Background: an optimization exercise with open tools, aiming at small area. Do not read the settings as production practice.
Only simulation tests tie the RTL to the original design; equivalence was not proved.
Power and IR drop assume default switching activity.

[flow/constraint.sdc]
create_clock -name core_clock -period 10.0 [get_ports {CLOCK_50}]
set_input_delay 2.0000 -clock core_clock [delete_from_list [all_inputs] [get_ports {CLOCK_50}]]
set_output_delay 2.0000 -clock core_clock [all_outputs]
set_load 0.01 [all_outputs]
[flow/run.sh]
#!/bin/bash
# synth_recipe.tcl (not shown) runs the flow's synth.tcl, then flattens the netlist and writes it again
# the make line also repeats each setting of config.mk as NAME=value (left out here)
make -C /OpenROAD-flow-scripts/flow DESIGN_CONFIG=/design/flow/config.mk WORK_HOME=/design/flow/orfs CLKGATE_MAP_FILE= SYNTH_SCRIPT=/design/flow/synth_recipe.tcl finish
[flow/config.mk]
export PLATFORM = sky130hd
export DESIGN_NAME = shooter_top
export DESIGN_NICKNAME = shooter_top
export VERILOG_FILES = /design/flow/design.v
export SDC_FILE = /design/flow/constraint.sdc
export NUM_CORES = 4
export LEC_CHECK = 0
export CAP_MARGIN = 20
export CORE_MARGIN = 2
export CORE_UTILIZATION = 40
export SLEW_MARGIN = 20
[flow/design.v]
`default_nettype none
package game_pkg;
  localparam logic [2:0] START     = 3'd0;
  localparam logic [2:0] CLEAR     = 3'd1;
  localparam logic [2:0] PLAY      = 3'd2;
  localparam logic [2:0] GAME_OVER = 3'd3;
  localparam logic [2:0] WIN       = 3'd4;
  localparam logic [7:0] SCREEN_W = 8'd160;
  localparam logic [6:0] SCREEN_H = 7'd120;
  localparam logic [7:0] SHIP_W   = 8'd16;
  localparam logic [6:0] SHIP_H   = 7'd10;
  localparam logic [7:0] ENEMY_W  = 8'd16;
  localparam logic [6:0] ENEMY_H  = 7'd10;
  localparam logic [7:0] BULLET_W = 8'd4;
  localparam logic [6:0] BULLET_H = 7'd1;
  localparam logic [7:0] ENEMY_START_X = 8'd140;   
  localparam logic [7:0] BULLET_DX     = 8'd16;    
  localparam logic [6:0] BULLET_DY     = 7'd4;
  localparam logic [2:0] COL_BLACK  = 3'b000;
  localparam logic [2:0] COL_SHIP   = 3'b010;
  localparam logic [2:0] COL_ENEMY  = 3'b100;
  localparam logic [2:0] COL_BULLET = 3'b110;
  localparam logic [2:0] COL_LOSE   = 3'b101;
  localparam logic [2:0] COL_WIN    = 3'b011;
  localparam logic [6:0] LFSR_SEED = 7'h3f;   
endpackage
`default_nettype wire
`timescale 1ns/1ps
`default_nettype none
import game_pkg::*;
module shooter_top #(
  parameter int TICK_DIV   = 64,
  parameter int FIFO_DEPTH = 16
) (
  input  logic        CLOCK_50,
  input  logic        rst_n,
  input  logic        btn_left,
  input  logic        btn_right,
  input  logic        btn_up,
  input  logic        btn_down,
  input  logic        fire,
  input  logic        restart,
  input  logic        plot_ready,
  output logic        plot_valid,
  output logic [7:0]  plot_x,
  output logic [6:0]  plot_y,
  output logic [2:0]  plot_color,
  output logic [2:0]  game_state
);
  localparam int TW = (TICK_DIV > 1) ? $clog2(TICK_DIV) : 1;
  localparam int AW = (FIFO_DEPTH > 1) ? $clog2(FIFO_DEPTH) : 1;
  localparam logic [AW:0] FULL_CNT = (AW+1)'(FIFO_DEPTH);
  localparam logic [1:0] T_FILL = 2'd0;
  localparam logic [1:0] T_SHIP = 2'd1;
  localparam logic [1:0] T_ENEMY = 2'd2;
  localparam logic [1:0] T_BUL  = 2'd3;
  logic [TW-1:0] tick_cnt;
  logic          tick;
  logic          frame_go;
  logic [6:0]    lfsr;
  logic [6:0]    pending;
  logic [6:0]    first_box;
  logic          end_drawn;
  logic [7:0]    ship_x, enemy_x, bul_x;
  logic [6:0]    ship_y, enemy_y, bul_y;
  logic          bul_act;
  logic [7:0]    ers_ship_x, ers_enemy_x, ers_bul_x;
  logic [6:0]    ers_ship_y, ers_enemy_y, ers_bul_y;
  logic [7:0]    nxt_ship_x, nxt_enemy_x, nxt_bul_x;
  logic [6:0]    nxt_ship_y, nxt_bul_y;
  logic          nxt_bul_act;
  logic [6:0]    spawn_y;
  logic          hit_lose, hit_win, draw_en;
  logic          play_go;
  function automatic logic overlap(logic [7:0] ax, logic [6:0] ay, logic [7:0] aw, logic [6:0] ah,
                                   logic [7:0] bx, logic [6:0] by, logic [7:0] bw, logic [6:0] bh);
    overlap = (9'(ax) < 9'(bx) + 9'(bw)) && (9'(bx) < 9'(ax) + 9'(aw)) &&
           (8'(ay) < 8'(by) + 8'(bh)) && (8'(by) < 8'(ay) + 8'(ah));
  endfunction
  assign tick     = (tick_cnt == TW'(TICK_DIV - 1));
  assign frame_go = tick && (pending == '0);
  assign play_go  = frame_go && (game_state == PLAY);
  assign first_box = pending & (~pending + 7'd1);
  assign spawn_y  = (lfsr <= SCREEN_H - ENEMY_H) ? lfsr : lfsr - 7'd32;
  always_comb
  begin
    nxt_ship_x  = ship_x;
    nxt_ship_y  = ship_y;
    nxt_enemy_x = enemy_x - 8'd1;
    nxt_bul_x   = bul_x;
    nxt_bul_y   = bul_y;
    nxt_bul_act = bul_act;
    if (btn_left && nxt_ship_x != '0)
      nxt_ship_x = nxt_ship_x - 8'd1;
    if (btn_right && nxt_ship_x < SCREEN_W - SHIP_W)
      nxt_ship_x = nxt_ship_x + 8'd1;
    if (btn_up && nxt_ship_y < SCREEN_H - SHIP_H)
      nxt_ship_y = nxt_ship_y + 7'd1;
    if (btn_down && nxt_ship_y != '0)
      nxt_ship_y = nxt_ship_y - 7'd1;
    if (bul_act)
    begin
      nxt_bul_x = bul_x + 8'd1;
      if (nxt_bul_x >= SCREEN_W - BULLET_W)
        nxt_bul_act = 1'b0;
    end
    if (fire && !nxt_bul_act)
    begin
      nxt_bul_x   = nxt_ship_x + BULLET_DX;
      nxt_bul_y   = nxt_ship_y + BULLET_DY;
      nxt_bul_act = 1'b1;
    end
    hit_lose = overlap(nxt_ship_x, nxt_ship_y, SHIP_W, SHIP_H,
                       nxt_enemy_x, enemy_y, ENEMY_W, ENEMY_H) || (nxt_enemy_x == '0);
    hit_win  = nxt_bul_act && overlap(nxt_bul_x, nxt_bul_y, BULLET_W, BULLET_H,
                                      nxt_enemy_x, enemy_y, ENEMY_W, ENEMY_H);
    draw_en  = !hit_lose && !hit_win;
  end
  logic          busy;
  logic [7:0]    wcol;
  logic [6:0]    wrow;
  logic [3:0]    kq0, kq1, kq2;    
  logic [3:0]    req_kind;
  logic          accept, push, pop, load;
  logic [AW:0]   count;
  always_comb
  begin
    if (first_box[0])
      req_kind = {T_FILL, (game_state == WIN) ? 2'd2 : (game_state == GAME_OVER) ? 2'd1 : 2'd0};
    else if (first_box[1] || first_box[4])
      req_kind = {T_SHIP, first_box[4], first_box[4]};
    else if (first_box[2] || first_box[5])
      req_kind = {T_ENEMY, first_box[5], first_box[5]};
    else
      req_kind = {T_BUL, first_box[6], first_box[6]};
  end
  function automatic logic row_end(logic [1:0] t, logic [7:0] c);
    case (t)
      T_FILL:  row_end = (c == SCREEN_W - 8'd1);
      T_BUL:   row_end = (c == BULLET_W - 8'd1);
      default: row_end = (c == SHIP_W - 8'd1);
    endcase
  endfunction
  function automatic logic box_end(logic [1:0] t, logic [6:0] r);
    case (t)
      T_FILL:  box_end = (r == SCREEN_H - 7'd1);
      T_BUL:   box_end = (r == BULLET_H - 7'd1);
      default: box_end = (r == SHIP_H - 7'd1);
    endcase
  endfunction
  assign accept = (pending != '0) && !busy;
  assign push   = busy && (count != FULL_CNT);
  assign load   = !plot_valid || plot_ready;
  assign pop    = load && (count != '0);
  always_ff @(posedge CLOCK_50 or negedge rst_n)
  begin
    if (!rst_n)
    begin
      busy <= 1'b0;
      wcol <= '0;
      wrow <= '0;
    end
    else if (accept)
    begin
      busy <= 1'b1;
      wcol <= '0;
      wrow <= '0;
    end
    else if (push)
    begin
      if (row_end(kq0[3:2], wcol))
      begin
        wcol <= '0;
        if (box_end(kq0[3:2], wrow))
          busy <= 1'b0;
        else
          wrow <= wrow + 7'd1;
      end
      else
        wcol <= wcol + 8'd1;
    end
  end
  always_ff @(posedge CLOCK_50)
  begin
    if (accept)
    begin
      kq0 <= req_kind;
      kq1 <= kq0;
      kq2 <= kq1;
    end
    else if (play_go)
    begin
      if (kq0[3:2] != T_FILL) kq0[0] <= 1'b0;
      if (kq1[3:2] != T_FILL) kq1[0] <= 1'b0;
      if (kq2[3:2] != T_FILL) kq2[0] <= 1'b0;
    end
  end
  logic [1:0]    rb;       
  logic [7:0]    rcol;
  logic [6:0]    rrow;
  logic [3:0]    hk;       
  logic          rd_row_end, rd_box_end;
  logic [7:0]    hx0, hx;
  logic [6:0]    hy0, hy;
  logic [2:0]    hc;
  logic          on_screen;
  always_comb
  begin
    case (rb)
      2'd1:    hk = kq0;
      2'd2:    hk = kq1;
      default: hk = kq2;
    endcase
  end
  assign rd_row_end = row_end(hk[3:2], rcol);
  assign rd_box_end = rd_row_end && box_end(hk[3:2], rrow);
  always_comb
  begin
    case (hk[3:2])
      T_FILL:  begin hx0 = '0; hy0 = '0; end
      T_SHIP:  begin hx0 = hk[0] ? ship_x  : ers_ship_x;  hy0 = hk[0] ? ship_y  : ers_ship_y;  end
      T_ENEMY: begin hx0 = hk[0] ? enemy_x : ers_enemy_x; hy0 = hk[0] ? enemy_y : ers_enemy_y; end
      default: begin hx0 = hk[0] ? bul_x   : ers_bul_x;   hy0 = hk[0] ? bul_y   : ers_bul_y;   end
    endcase
    if (hk[3:2] == T_FILL)
      hc = (hk[1:0] == 2'd2) ? COL_WIN : (hk[1:0] == 2'd1) ? COL_LOSE : COL_BLACK;
    else if (!hk[1])
      hc = COL_BLACK;
    else if (hk[3:2] == T_SHIP)
      hc = COL_SHIP;
    else if (hk[3:2] == T_ENEMY)
      hc = COL_ENEMY;
    else
      hc = COL_BULLET;
  end
  assign hx = hx0 + rcol;
  assign hy = hy0 + rrow;
  assign on_screen = (hx < SCREEN_W) && (hy < SCREEN_H);
  always_ff @(posedge CLOCK_50 or negedge rst_n)
  begin
    if (!rst_n)
    begin
      count <= '0;
      rb    <= '0;
      rcol  <= '0;
      rrow  <= '0;
    end
    else
    begin
      if (push && !pop)
        count <= count + 1'b1;
      else if (pop && !push)
        count <= count - 1'b1;
      rb <= rb + 2'(accept) - 2'(pop && rd_box_end);
      if (pop)
      begin
        if (rd_row_end)
        begin
          rcol <= '0;
          rrow <= rd_box_end ? '0 : rrow + 7'd1;
        end
        else
          rcol <= rcol + 8'd1;
      end
    end
  end
  always_ff @(posedge CLOCK_50 or negedge rst_n)
  begin
    if (!rst_n)
      plot_valid <= 1'b0;
    else if (load)
      plot_valid <= (count != '0) && on_screen;
  end
  always_ff @(posedge CLOCK_50)
  begin
    if (load)
    begin
      plot_x     <= hx;
      plot_y     <= hy;
      plot_color <= hc;
    end
  end
  always_ff @(posedge CLOCK_50 or negedge rst_n)
  begin
    if (!rst_n)
    begin
      tick_cnt   <= '0;
      lfsr       <= LFSR_SEED;
      pending    <= '0;
      end_drawn  <= 1'b0;
      game_state <= START;
      ship_x     <= '0;
      ship_y     <= '0;
      enemy_x    <= ENEMY_START_X;
      enemy_y    <= '0;
      bul_x      <= '0;
      bul_y      <= '0;
      bul_act    <= 1'b0;
    end
    else
    begin
      tick_cnt <= tick ? '0 : tick_cnt + 1'b1;
      if (tick && game_state == START)
        lfsr <= {lfsr[5:0], lfsr[4] ^ lfsr[1]};
      if (accept)
        pending <= pending & (pending - 7'd1);
      if (frame_go)
      begin
        case (game_state)
          START:
            if (btn_left || btn_right || btn_up || btn_down)
              game_state <= CLEAR;
          CLEAR:
          begin
            ship_x     <= '0;
            ship_y     <= '0;
            enemy_x    <= ENEMY_START_X;
            enemy_y    <= spawn_y;
            bul_act    <= 1'b0;
            pending    <= 7'b0000001;
            game_state <= PLAY;
          end
          PLAY:
          begin
            ship_x  <= nxt_ship_x;
            ship_y  <= nxt_ship_y;
            enemy_x <= nxt_enemy_x;
            bul_x   <= nxt_bul_x;
            bul_y   <= nxt_bul_y;
            bul_act <= nxt_bul_act;
            pending <= {draw_en && nxt_bul_act, draw_en, draw_en, bul_act, 2'b11, 1'b0};
            if (hit_lose)
              game_state <= GAME_OVER;
            else if (hit_win)
              game_state <= WIN;
          end
          GAME_OVER, WIN:
            if (!end_drawn)
            begin
              pending   <= 7'b0000001;
              end_drawn <= 1'b1;
            end
            else if (restart)
            begin
              end_drawn  <= 1'b0;
              ship_x     <= '0;
              ship_y     <= '0;
              enemy_x    <= ENEMY_START_X;
              bul_act    <= 1'b0;
              game_state <= START;
            end
          default:
            game_state <= START;
        endcase
      end
    end
  end
  always_ff @(posedge CLOCK_50)
  begin
    if (play_go)
    begin
      ers_ship_x  <= ship_x;
      ers_ship_y  <= ship_y;
      ers_enemy_x <= enemy_x;
      ers_enemy_y <= enemy_y;
      ers_bul_x   <= bul_x;
      ers_bul_y   <= bul_y;
    end
  end
endmodule
`default_nettype wire
==> impl_metrics.yaml <==
outcome:
  outcome: "finished clean"
clocking:
  root_buffer: "clkbuf_16"
  cts_tree: "yes"
  cts.sinks: 184
  cts.htree.levels: 4
  cts_inserted_buffers: 17
  clockBufferDepth: 2
  clkTransAtPathRegs_ns: 0.07
  ctsHoldBuffers: 0
  cts.repair.resized: 0
  cts_setup_buffers: 0
  clkLatencyLatePin_ns: 0.45
grt:
  grt_max_degree: 68
  antenna_found_initial: 0
  grt_pass1_wl_microns: 50000
  grt_use_total: 0.189
  gr-total-overflow: 0
  grt_pass1_vias: 9189
placement:
  routabilityCongestion: 0.885
  portBuffers: 30
  numPlacedInstances: 1660
  pre_cts_ws_ns: 1.74
  dp_hpwl_microns: 22100
setup_path:
  setup.worst_path.end_class: "flip-flop"
  critPathMaxStageDelay_ns: 0.66
  path_cells: "clkdlybuf4s50_1, o21ai_2, xor2_1, ha_1, inv_1, a311oi_1, o21ai_1, o31ai_2, mux2i_1, a21oi_1, a211oi_1, xnor2_1, ha_1, a2111oi_0, inv_1, a2111oi_0, a21oi_1, o311a_1, o41ai_4, nor3_2, a22o_1"
  worstSetupPathType: "in -> reg"
  cp_data_arrival_time_ns: 8.17
  required_ns: 10.33
  critPathMaxFanout: 9
  cp-start-kind: "primary input"
  cp_slowest_cell: "clkdlybuf4s50_1"
pwr:
  p_per_area_mw_per_mm2: 247
  power.total_mw: 3.38
  power_leakage_nw: 5.70
  ir_drop_v: 0.000180
finish:
  drive_gt1_frac: 0.0864
  finalNonFillerCells: 1692
  multi_input_area_sq_mm: 0.00702
  final.fill_count: 2890
  areaGrowthSynthToFinish_pct: 9.77
  regArea_sq_mm: 0.00499
  diodes: 0
  final_nets: 1394
flow_run:
  cap_violations: 0
floorplan:
  io_pins: 31
  core_area_sq_mm: 0.0307
  dieArea_sq_mm: 0.0326
  die_w_microns: 181
  fp-row-count: 64
  die_y_microns: 181
  initial_core_util: 0.407
yosys:
  synth_most_common_cell: "nand2_1"
  syn_avg_cell_area_sq_um: 9.76
  synth_async_sr_flop_share: 0.592
  ys_warn_count: 1
  synth_edf_count: 75
  synth_top_area_frac: 0.201
  synth_nets: 1389
  yosysUniqueCellTypes: 98
  yosys-top-cells-area: "dfrtp_1, edfxtp_1, ha_1"
  synth_flop_cell: "dfrtp_1"
  yosysSeqAreaShare: 0.400
  synth_seq_cells: 184
  syn-instance-count: 1278
  yosys.area.top_type: "dfrtp_1"
  synthTopCellsByCount: "nand2_1, dfrtp_1, ha_1"
  synth_area_sq_mm: 0.0125
timing:
  finalSetupViolations: 0
  period_needed_ns: 7.83
  maxSlewViolCount: 0
  worst_pin_slew_ns: 0.946
  fmax_ghz: 0.128
  slew-limit-headroom: 0.369
  rsz0062_at_grt: "false"
  skew_ns: 0.0218
  fin_setup_tns_ns: 0
  period_share: 0.783
  hold_viol: 0
  final_critical_path_setup_slack_ns: 2.17
drt:
  drt_pre_antenna_iters: 5
  drc: 0
  antenna_left: 0
  wire_per_inst_microns: 17.8
  vias_per_cell: 5.69
  drt_iter0_markers: 636
  routed_wl_microns: 30000
  via_count: 9634
hold_path:
  hold_path.class: "reg -> reg"
-- power breakdown --
group	internal [mW]	total, mW	switching [mW]
Clock	0.346	0.667	0.321
Combinational	0.769	1.67	0.905
Sequential	0.960	1.04	0.0802
-- worst paths after layout --
check	slack, ns	end	depth (start not counted)	from
min in group asynchronous	1.54	enemy_y[2]$_DFFE_PN0P_	1	rst_n
setup / recovery	2.17	game_state[2]$_DFFE_PN0P_	21	btn_up
setup reg to reg	3.42	game_state[2]$_DFFE_PN0P_	21	ship_y[4]$_DFFE_PN0P_
hold / removal	0.46	kq2[1]$_DFFE_PP_	0	kq1[1]$_DFFE_PP_
max in group asynchronous	7.08	rrow[3]$_DFFE_PN0P_	2	rst_n
hold reg to reg	0.46	kq2[1]$_DFFE_PP_	0	kq1[1]$_DFFE_PP_
-- cell type report --
| cell class | count | area share |
|---|---|---|
| flip-flops and latches | 184 | 0.365 |
| repair buffers | 37 | 0.0256 |
| multi-input cells | 978 | 0.513 |
| clock buffers | 19 | 0.0332 |
| clock inverters | 13 | 0.00932 |
| inverters | 65 | 0.0178 |
| well taps | 396 | 0.0362 |
-- state kept, by name, indices dropped and copies added, names as in the netlist, 8 cells and up --
name / count
bul_x: 8
enemy_x: 8
ers_bul_x: 8
ers_enemy_x: 8
ers_ship_x: 8
plot_x: 8
rcol: 8
ship_x: 8
wcol: 8
-- cell families (layout without fill, tap and decap cells) --
| kind of cell | Yosys count | after routing | synth area share |
|---|---|---|---|
| AND/OR/NAND/NOR | 413 | 413 | 0.163 |
| buffers and inverters | 116 | 134 | 0.0375 |
| AO/OA/AOI/OAI | 320 | 320 | 0.171 |
| flip-flops | 184 | 184 | 0.400 |
| adder cells (fa/ha/maj) | 102 | 102 | 0.104 |
| XOR/XNOR | 87 | 87 | 0.0635 |
| multiplexers | 56 | 56 | 0.0605 |
-- through the flow --
step           hold WS, ns  utilization  area [sq um]
2_1_floorplan        0.420            -         12500
3_3_place_gp         0.435        0.427         13100
3_5_place_dp         0.439        0.427         13100
4_1_cts              0.456        0.446         13700
5_1_grt              0.479        0.446         13700
6_report             0.461        0.446         13700
-- layer usage --
| metal | GRT usage | up-vias | routed length, microns | part of all wire |
|---|---|---|---|---|
| met1 | 0.274 | 4710 | 14900 | 0.50 |
| met4 | 0.0535 | 0 | 534 | 0.018 |
| li1 | - | 4705 | - | - |
| met5 | 0 | - | 0 | 0 |
| met3 | 0.0271 | 26 | 1080 | 0.036 |
| met2 | 0.295 | 193 | 13500 | 0.45 |
-- worst max-delay path, delay by kind of cell --
kind / cells / cell delay [ns]
multiplexers: 1 / 0.51
adder cells (fa/ha/maj): 2 / 0.52
AO/OA/AOI/OAI: 12 / 3.62
AND/OR/NAND/NOR: 1 / 0.08
XOR/XNOR: 2 / 0.64
buffers and inverters: 3 / 0.79
-- layout by cell type, fill, tap and decap left out, drive strengths merged, types with 7 or more instances in the layout --
master         instances
nand2                142
o21ai                106
dfrtp                100
ha                    99
nor2                  93
edfxtp                75
inv                   74
a21oi                 60
xnor2                 55
nand3                 35
xor2                  31
mux2i                 30
clkdlybuf4s50         29
nor3                  25
a31oi                 21
clkbuf                19
nand4                 17
nand2b                15
and3                  15
mux4                  14
o21a                  13
mux2                  12
and2                  12
o31ai                 12
a22o                  11
o22ai                 10
a21o                  10
or3                    9
dfstp                  9
a211oi                 9
buf                    8
a22oi                  7
o211ai                 7

## static timing again, ports no longer ideal
The results above use ideal ports. As a check the final layout listed here was re-extracted and re-timed, cells and wires unchanged. Step 1: set_driving_cell puts a clkbuf_16 on CLOCK_50 and a buf_2 on each other input, an assumption about the parent block. Step 2 moves the port delays by t, midway between the first and last clock arrival at a register: inputs arrive t later, outputs are due t later. That takes back most of the time a late clock gives input paths. Slacks: ideal / step 1 / step 2; pairs: ideal / step 1.
t, ns: 0.481
slack for setup (ns): 2.166 / 2.191 / 1.710
worst setup path at the end: input to register
clock arrival spread, ns: 0.023 / 0.023
After both steps setup and hold are still met in this run. For this run, drivers alone change the setup slack by +0.025 ns; drivers and shift together by -0.456 ns.
